What follows belongs to an exercise in optimizing a design on an open flow for small area; a production flow would make more cautious choices. The RTL was checked by simulation tests, not by an equivalence proof against the original design. Power is estimated from default activity; no workload was simulated.

### flow/config.mk
export PLATFORM = sky130hd
export DESIGN_NAME = sha256_stream_ctrl
export DESIGN_NICKNAME = sha256_stream_ctrl
export VERILOG_FILES = /design/flow/design.v
export SDC_FILE = /design/flow/constraint.sdc
export NUM_CORES = 4
export LEC_CHECK = 0
export CAP_MARGIN = 20
export CORE_AREA = 40 40 260 260
export DIE_AREA = 0 0 300 300
export SLEW_MARGIN = 20
### flow/constraint.sdc
create_clock -name core_clock -period 5.0 [get_ports {clk}]
set_input_delay 1.0000 -clock core_clock [delete_from_list [all_inputs] [get_ports {clk}]]
set_output_delay 1.0000 -clock core_clock [all_outputs]
set_load 0.01 [all_outputs]
### flow/design.v
package sha256_pkg;
  localparam int BLOCK_W = 512;
  localparam int HASH_W  = 256;
  localparam logic [HASH_W-1:0] SHA256_IV =
    256'h6a09e667_bb67ae85_3c6ef372_a54ff53a_510e527f_9b05688c_1f83d9ab_5be0cd19;
  typedef enum logic [1:0] {
    IDLE   = 2'd0,
    RUN    = 2'd1,
    DRAIN  = 2'd2,
    DIGEST = 2'd3
  } ctrl_state_e;
endpackage
module sha256_stream_ctrl #(
  parameter int TIMEOUT_CYCLES = 64,
  parameter int CNT_W          = 16
) (
  input  logic               clk,
  input  logic               rst_n,
  input  logic               blk_valid,
  output logic               blk_ready,
  input  logic [sha256_pkg::BLOCK_W-1:0] blk_data,
  input  logic               blk_first,
  input  logic               blk_last,
  output logic               comp_start,
  output logic [sha256_pkg::BLOCK_W-1:0] comp_message,
  output logic [sha256_pkg::HASH_W-1:0]  comp_init_hash,
  input  logic [sha256_pkg::HASH_W-1:0]  comp_hash,
  input  logic               comp_done,
  output logic               digest_valid,
  input  logic               digest_ready,
  output logic [sha256_pkg::HASH_W-1:0]  digest,
  output logic               busy,
  output logic               error,
  output logic [CNT_W-1:0]   block_count
);
  localparam int               WD_W    = $clog2(TIMEOUT_CYCLES);
  localparam logic [WD_W-1:0]  WD_LAST = WD_W'(TIMEOUT_CYCLES - 1);
  logic st_idle, st_busy, st_run, st_drain, st_digest;
  logic [sha256_pkg::HASH_W-1:0] chain;
  logic chain_valid;
  logic last_flag;
  logic [WD_W-1:0] watchdog;
  logic accept, run_done, run_wait, run_timeout, drain_exit, digest_exit;
  logic load_iv, chain_hold;
  logic nx_idle, nx_run, nx_drain, nx_digest;
  assign blk_ready    = st_idle;
  assign busy         = st_busy;
  assign comp_start   = st_run;
  assign digest_valid = st_digest;
  assign accept      = st_idle & blk_valid;
  assign run_done    = st_run & comp_done;
  assign run_wait    = st_run & ~comp_done;
  assign run_timeout = run_wait & (watchdog == WD_LAST);
  assign drain_exit  = st_drain & ~comp_done;
  assign digest_exit = st_digest & digest_ready;
  assign nx_run    = accept | (run_wait & ~(watchdog == WD_LAST));
  assign nx_drain  = run_done | (st_drain & comp_done);
  assign nx_digest = (drain_exit & last_flag) | (st_digest & ~digest_ready);
  assign nx_idle   = (st_idle & ~blk_valid) | run_timeout | (drain_exit & ~last_flag) | digest_exit;
  always_ff @(posedge clk or negedge rst_n) begin
    if (!rst_n) begin
      st_idle   <= 1'b1;
      st_busy   <= 1'b0;
      st_run    <= 1'b0;
      st_drain  <= 1'b0;
      st_digest <= 1'b0;
    end else begin
      st_idle   <= nx_idle;
      st_busy   <= ~nx_idle;
      st_run    <= nx_run;
      st_drain  <= nx_drain;
      st_digest <= nx_digest;
    end
  end
  always_ff @(posedge clk) begin
    watchdog <= run_wait ? watchdog + 1'b1 : '0;
  end
  always_ff @(posedge clk) begin
    comp_message <= ({sha256_pkg::BLOCK_W{st_idle}} & blk_data)
                  | ({sha256_pkg::BLOCK_W{st_busy}} & comp_message);
  end
  assign load_iv    = accept & (blk_first | ~chain_valid);
  assign chain_hold = (st_busy & ~run_done)
                    | (st_idle & ~(blk_valid & (blk_first | ~chain_valid)));
  for (genvar i = 0; i < sha256_pkg::HASH_W; i++) begin : g_chain
    logic chain_d;
    if (sha256_pkg::SHA256_IV[i])
      assign chain_d = (~run_done | comp_hash[i]) & (~chain_hold | chain[i]);
    else
      assign chain_d = (run_done & comp_hash[i]) | (chain_hold & chain[i]);
    always_ff @(posedge clk) chain[i] <= chain_d;
  end
  assign comp_init_hash = chain;
  assign digest         = chain;
  always_ff @(posedge clk) begin
    if (accept) last_flag <= blk_last;
  end
  always_ff @(posedge clk or negedge rst_n) begin
    if (!rst_n) begin
      chain_valid <= 1'b0;
      error       <= 1'b0;
      block_count <= '0;
    end else begin
      if (accept) begin
        if (blk_first)         error <= 1'b0;
        else if (!chain_valid) error <= 1'b1;
        if (blk_first) block_count <= '0;
      end
      if (run_done) begin
        chain_valid <= 1'b1;
        if (block_count != '1) block_count <= block_count + 1'b1;
      end else if (run_timeout) begin
        error       <= 1'b1;
        chain_valid <= 1'b0;
      end
      if (drain_exit && last_flag) chain_valid <= 1'b0;
    end
  end
endmodule
### flow/flow/run.sh
#!/bin/bash
# Standard ORFS flow (the standard.sh, unchanged synthesis) with:
#  - port buffers of the smallest buffer cell instead of the resizer's pick
#  - I/O pins allowed on every routing track so a small die holds all ports,
#    the clock pin placed alone in the middle of the left edge
#  - a clock tree of small clock buffers without dummy loads
set -uo pipefail
F=$(pwd)/flow
bash standard.sh \
  "BUFFER_PORTS_ARGS=-buffer_cell sky130_fd_sc_hd__buf_1" \
  "PRE_IO_PLACEMENT_TCL=$F/pins_pre.tcl" \
  "PLACE_PINS_ARGS=-min_distance 1 -min_distance_in_tracks -corner_avoidance 8 -exclude left:146-154" \
  "CTS_ARGS=-sink_clustering_enable -repair_clock_nets -dont_use_dummy_load -buf_list {sky130_fd_sc_hd__clkbuf_4} -sink_clustering_size 10 -sink_clustering_max_diameter 70" \
  finish > standard.log 2>&1
### flow/flow/pins_pre.tcl
# Put the clock pin in the middle of the left edge, with no other pin in a
# band around it (place_pins is told to exclude that band).
place_pin -pin_name clk -layer met3 -location {0.4 150.0} -force_to_die_boundary
### flow/standard.sh
#!/bin/bash
# synth_recipe.tcl (not shown) runs the flow's synth.tcl, then flattens the netlist and writes it again
# the make line also repeats each setting of config.mk as NAME=value (left out here)
make -C /OpenROAD-flow-scripts/flow DESIGN_CONFIG=/design/flow/config.mk WORK_HOME=/design/flow/orfs CLKGATE_MAP_FILE= SYNTH_SCRIPT=/design/flow/synth_recipe.tcl "${@:-finish}"
==> impl_metrics.csv, run 1 <==
group,metric,value,unit
run_status,status,"no timing/DRC/antenna violations",
floorplan,chipHeight,300,um
critical_path,crit_type,"reg2out",
critical_path,max_stage_delay,1240,ps
yosys,synthAdderAreaFrac,0.000957,
yosys,synth_xor_area_frac,0.00201,
yosys,yosysWarnings,1,
floorplan,io_pins,1819,
yosys,synth_area,26200,sq um
layout,nets,4396,
sta,setup_viol,0,
critical_path,critPathCaptureType,"output port",
yosys,synth_top_family_by_area,"compound AO/OA/AOI/OAI gates",
routing,antenna_left,0,
place,hpwl,190,mm
layout,utilization,0.681,
yosys,synth_compound_area_frac,0.268,
clock_network,clk_pin_slew,110,ps
critical_path,crit_slowest_cell,"dfstp_4",
yosys,ys.flop_type,"dfxtp_1",
clock_network,post_cts_buffers,0,
clock_network,cts_buffers,89,
yosys,netlist-cell-type-count,45,
sta,fmax,0.297,GHz
place,gp_congestion,1.24,
yosys,synth-seq-area-share,0.616,
clock_network,cts_resized,0,
critical_path,r2r_end,"comp_message[109]",
sta,max_slew_margin,0.226,
floorplan,rows,80,
sta,worstMarginPinSlew,1160,ps
global_routing,grt_usage,0.454,
flow_run,maxCapViolations,0,
global_routing,grt_start_max_net_pins,246,
critical_path,critPathTopFamily,"flip-flops",
floorplan,die_x,300,um
routing,drc,0,
routing,drt_iter0_drc,5226,
critical_path,rr_worst_depth,3,
critical_path,path_max_fanout,96,
yosys,netlist_instances,2125,
floorplan,start_util,0.547,
floorplan,core-area,47800,sq um
yosys,synth-simple-area-share,0.0129,
sta,hold_viol,0,
layout,layout-drive-gt1-share,0.0323,
place,portBuffers,1819,
global_routing,antenna_found_initial,251,
critical_path,startpoint_type,"register",
hold_path,hold_class,"in2async",
yosys,synth_edf_count,1,
place,dp_slack,1760,ps
global_routing,grt_pass1_wl,286,mm
power_and_ir_drop,p_leak,12.8,nW
sta,period_needed,3360,ps
yosys,syn_nets,2902,
clock_network,clk_latency,880,ps
clock_network,cts_tree,"built",
clock_network,hold_buffers,0,
power_and_ir_drop,p_total,0.0254,W
power_and_ir_drop,vdd_drop_max,0.526,mV
layout,final_cell_area,32600,sq um
sta,skew,70.3,ps
routing,drtPass1Iterations,7,
yosys,synthMuxAreaShare,0.000383,
floorplan,die-area,90000,sq um
routing,post_drt_wl_per_cell,51.4,um
critical_path,critPathArrivalTime,2360,ps
critical_path,path_cells,"buf_1",
yosys,ys_async_sr_fraction,0.0288,
sta,finalSetupTns,0,ps
layout,area_growth,24.6,%
routing,num_vias,29200,
sta,rsz0062_at_grt,"no",
critical_path,r2r-start,"st_busy",
global_routing,overflow,0,
yosys,ys_seq_elements,798,
routing,wirelength,230,mm
clock_network,cts.sinks,798,
yosys,synth.avg_cell_area,12.3,sq um
critical_path,ff2ff_setup_slack,1950,ps
place,placed_cell_area,31300,sq um
sta,fin_crit_sh,0.672,
global_routing,grt_pass1_vias,25900,
clock_network,htreeDepth,3,
sta,setup_ws,1640,ps
critical_path,cp.required,4000,ps
power_and_ir_drop,power.density,779,nW/um^2
critical_path,critPathBufInv,1,
sta,drv_slew,0,
clock_network,clk_path_buf_depth,3,
routing,drt-vias-per-instance,6.55,
clock_network,root_buffer,"clkbuf_4",
-- placed cells by master (no fill, tap or decap), drive strengths merged, types with 2 or more instances in the layout --
master,n
or2,2
a21oi,7
buf,1833
nand2,19
diode,232
nor3,2
o22a,137
nand2b,2
xor2,2
o31ai,2
and2,2
nor2,11
ha,2
nand3,9
or3,7
dfrtp,22
a22oi,3
o21ai,21
a21o,4
and3,2
nand4,4
clkbuf,89
a22o,633
inv,11
nor4,2
xnor2,4
dfxtp,774
-- worst max path at each step --
| stage | startpoint | end | slack [ps] | cells past startpoint |
|---|---|---|---|---|
| 6_report | st_idle | blk_ready | 1640 | 1 |
| 5_1_grt | st_idle | blk_ready | 1500 | 1 |
| 4_1_cts | st_idle | blk_ready | 1540 | 1 |
| 3_5_place_dp | comp_done | chain[70] | 1760 | 5 |
| 3_3_place_gp | comp_done | chain[31] | 1820 | 5 |
| 2_1_floorplan | comp_done | chain[0] | 2830 | 6 |
-- layer usage --
| metal | part of all wire | global-route usage | vias up | routed length [um] |
|---|---|---|---|---|
| li1 | - | - | 11000 | - |
| met3 | 0.20 | 0.398 | 1247 | 45000 |
| met5 | 0.0072 | 0.134 | - | 1660 |
| met4 | 0.12 | 0.427 | 136 | 26800 |
| met1 | 0.27 | 0.381 | 13500 | 62800 |
| met2 | 0.41 | 0.626 | 3397 | 93400 |
-- cells in the mapped netlist (2+ instances only) --
library cell,instances,area (sq um)
a21o_1,4,30.0
a21oi_1,7,35.0
a22o_1,633,5540
a22oi_1,3,22.5
and3_1,2,12.5
buf_1,14,52.6
buf_2,5,25.0
buf_4,257,1930
clkbuf_1,154,578
dfrtp_1,22,551
dfxtp_1,774,15500
ha_1,2,25.0
inv_1,11,41.3
nand2_1,19,71.3
nand2b_1,2,12.5
nand3_1,7,35.0
nand3_2,2,20.0
nand4_1,4,25.0
nor2_1,11,41.3
nor3_1,2,10.0
o21ai_0,18,90.1
o21ai_1,2,10.0
o22a_1,137,1200
o31ai_1,2,15.0
or2_2,2,12.5
or3_1,6,37.5
xnor2_1,4,35.0
xor2_1,2,17.5
-- per-stage QoR --
| stage | instances | hold WS [ps] |
|---|---|---|
| after detailed placement | 4143 | 450 |
| after CTS | 4232 | 34.4 |
| after floorplan | 2125 | 418 |
| final | 4464 | 88.2 |
| after global routing | 4375 | 57.5 |
| after global placement | 4143 | 428 |
-- power breakdown --
part           internal (W)  switching, W  total, W
Clock              0.000818       0.00202   0.00283
Sequential          0.00910       0.00209    0.0112
Combinational       0.00324       0.00810    0.0113
Total                0.0132        0.0122    0.0254
-- flip-flops by register name (all words and copies together) (netlist names) --
signal / count
comp_message: 512
chain: 256
block_count: 16
watchdog: 6
chain_valid: 1
error: 1
last_flag: 1
st_busy: 1
st_digest: 1
st_drain: 1
st_idle: 1
st_run: 1
-- final cells by class --
class / count / area, sq um
multi-input combinational: 886 / 7450
inverter: 11 / 41.3
antenna: 232 / 581
clock buffer: 89 / 668
timing repair buffer: 1833 / 6960
fill: 3942 / 15300
tap: 615 / 769
sequential: 798 / 16100
-- logic make-up (layout without fill, tap and decap cells) --
kind of cell,after synthesis,after routing
compound gates,813,813
buf+inv,441,1933
simple gates,64,64
xor+xnor,6,6
flops,798,798
mux,1,1
other cells,0,232
fa+ha+maj,2,2
==> run 2: changes to the inputs <==
--- a/flow/flow/run.sh
+++ b/flow/flow/run.sh
@@ -9,6 +9,7 @@
 bash standard.sh \
+  "IO_PLACER_V=met2 met4" \
   "BUFFER_PORTS_ARGS=-buffer_cell sky130_fd_sc_hd__buf_1" \
   "PRE_IO_PLACEMENT_TCL=$F/pins_pre.tcl" \
-  "PLACE_PINS_ARGS=-min_distance 1 -min_distance_in_tracks -corner_avoidance 8 -exclude left:146-154" \
-  "CTS_ARGS=-sink_clustering_enable -repair_clock_nets -dont_use_dummy_load -buf_list {sky130_fd_sc_hd__clkbuf_4} -sink_clustering_size 10 -sink_clustering_max_diameter 70" \
+  "PLACE_PINS_ARGS=-min_distance 1 -min_distance_in_tracks -corner_avoidance 8 -exclude left:121-129" \
+  "CTS_ARGS=-sink_clustering_enable -repair_clock_nets -dont_use_dummy_load -buf_list {sky130_fd_sc_hd__clkbuf_4 sky130_fd_sc_hd__clkbuf_8} -sink_clustering_size 20 -sink_clustering_max_diameter 60" \
   finish > standard.log 2>&1
==> flow/flow/pins_pre.tcl (replaced) <==
# Put the clock pin in the middle of the left edge, with no other pin in a
# band around it (place_pins is told to exclude that band).
place_pin -pin_name clk -layer met3 -location {0.4 125.0} -force_to_die_boundary
--- a/flow/config.mk
+++ b/flow/config.mk
@@ -8,4 +8,4 @@
 export CAP_MARGIN = 20
-export CORE_AREA = 40 40 260 260
-export DIE_AREA = 0 0 300 300
+export CORE_AREA = 5 5 245 245
+export DIE_AREA = 0 0 250 250
 export SLEW_MARGIN = 20
==> run 2 against run 1 <==
  * The flow now stops in 5_1_grt
  * Area after synthesis is the same
  * Synthesized cell count did not move
==> impl_metrics.csv, run 2 <==
group,metric,value,unit
global_routing,grt_usage,0.464,
yosys,synth_area,26200,sq um
yosys,yosys.cell_count.top_type,"dfxtp_1",
run_status,error_line,"[ERROR GRT-0116] Global routing finished with congestion. Check the congestion regions in the DRC Viewer.",
place,hpwl,107,mm
floorplan,io_pins,1819,
yosys,synthTopCellsByArea,"dfxtp_1 (59%), a22o_1 (21%), buf_4 (7.4%), o22a_1 (4.6%), clkbuf_1 (2.2%)",
clock_network,hold_buffers,0,
place,dp_slack,1540,ps
yosys,synth_edf_count,1,
floorplan,rows,88,
place,gp_congestion,1.19,
clock_network,cts_resized,0,
floorplan,start_util,0.456,
yosys,syn_nets,2902,
run_status,haltStage,"5_1_grt",
run_status,status,"stopped before the end",
yosys,ys_async_sr_fraction,0.0288,
yosys,yosysWarnings,1,
yosys,netlist-cell-type-count,45,
place,portBuffers,1819,
global_routing,grt_pass1_vias,27100,
yosys,ys_seq_elements,798,
global_routing,overflow,158,
yosys,ys.flop_type,"dfxtp_1",
yosys,synth-seq-area-share,0.616,
yosys,yosysTopAreaCellShare,0.592,
yosys,synth.avg_cell_area,12.3,sq um
floorplan,chipHeight,250,um
yosys,yosys.area.top_type,"dfxtp_1",
clock_network,root_buffer,"clkbuf_8",
clock_network,post_cts_buffers,0,
floorplan,die_x,250,um
yosys,synth_common_cells,"dfxtp_1 (774), a22o_1 (633), buf_4 (257)",
clock_network,cts_buffers,50,
clock_network,htreeDepth,2,
yosys,netlist_instances,2125,
global_routing,grt_pass1_wl,210,mm
global_routing,grt_start_max_net_pins,226,
clock_network,clk_path_buf_depth,3,
clock_network,cts.sinks,798,
-- run 2: cell counts after synthesis --
No cell type changed its count.
-- run 2: routing by layer --
layer  global-route usage  GRT overflow
met5               0.0826             0
met4                0.429            47
met3                0.275             6
met2                0.645           100
met1                0.479             5
-- run 2: worst max path at each step --
stage / from / to / slack, ps / depth (start not counted)
after floorplan: comp_done / chain[0] / 2830 / 6
after global placement: comp_done / chain[245] / 1600 / 5
after detailed placement: comp_done / chain[215] / 1540 / 5
after CTS: st_busy / busy / 2020 / 1
-- run 2: logic make-up after synthesis --
kind of cell,Yosys count,synth area share
adder cells (fa/ha/maj),2,0.000957
AO/OA/AOI/OAI,813,0.268
XOR/XNOR,6,0.00201
AND/OR/NAND/NOR,64,0.0129
multiplexers,1,0.000383
flip-flops,798,0.616
buffers and inverters,441,0.100
-- run 2: power groups by stage --
| stage | Sequential, W | Combinational, W | Clock (W) |
|---|---|---|---|
| 3_3_place_gp | 0.0110 | 0.00854 | 0 |
| 3_5_place_dp | 0.0111 | 0.00866 | 0 |
| 4_1_cts | 0.0110 | 0.00866 | 0.00291 |
| 2_1_floorplan | 0.0119 | 0.00383 | 0 |
-- run 2: stage by stage --
step | instance area (sq um) | power, W | instances | util
2_1_floorplan | 26200 | 0.0157 | 2125 | -
3_5_place_dp | 31500 | 0.0197 | 4291 | 0.549
3_3_place_gp | 31500 | 0.0196 | 4291 | 0.549
4_1_cts | 32200 | 0.0226 | 4341 | 0.561

## port drivers added, routing unchanged
In the flow no input, the clock included, has a driving cell. The finished layout below was timed again as built, in two steps. Step 1: set_driving_cell puts a clkbuf_16 on clk and a buf_2 on each other input, an assumption about the parent block. Step 2, shift: input delay + t, output delay - t, t = (earliest + latest rising clock arrival at the registers) / 2. This alone moves slack from input paths to output paths. a / b / c = no drivers / after step 1 / after step 2; a / b = the first two.
run: run 1
shift t [ns]: 0.904
slack for setup (ns): 1.639 / 1.593 / 1.573
worst register clock-pin slew, ns: 0.12 / 0.12
After both steps setup and hold are still met in run 1. For run 1, drivers alone change the setup slack by -0.046 ns; drivers and shift together by -0.066 ns.
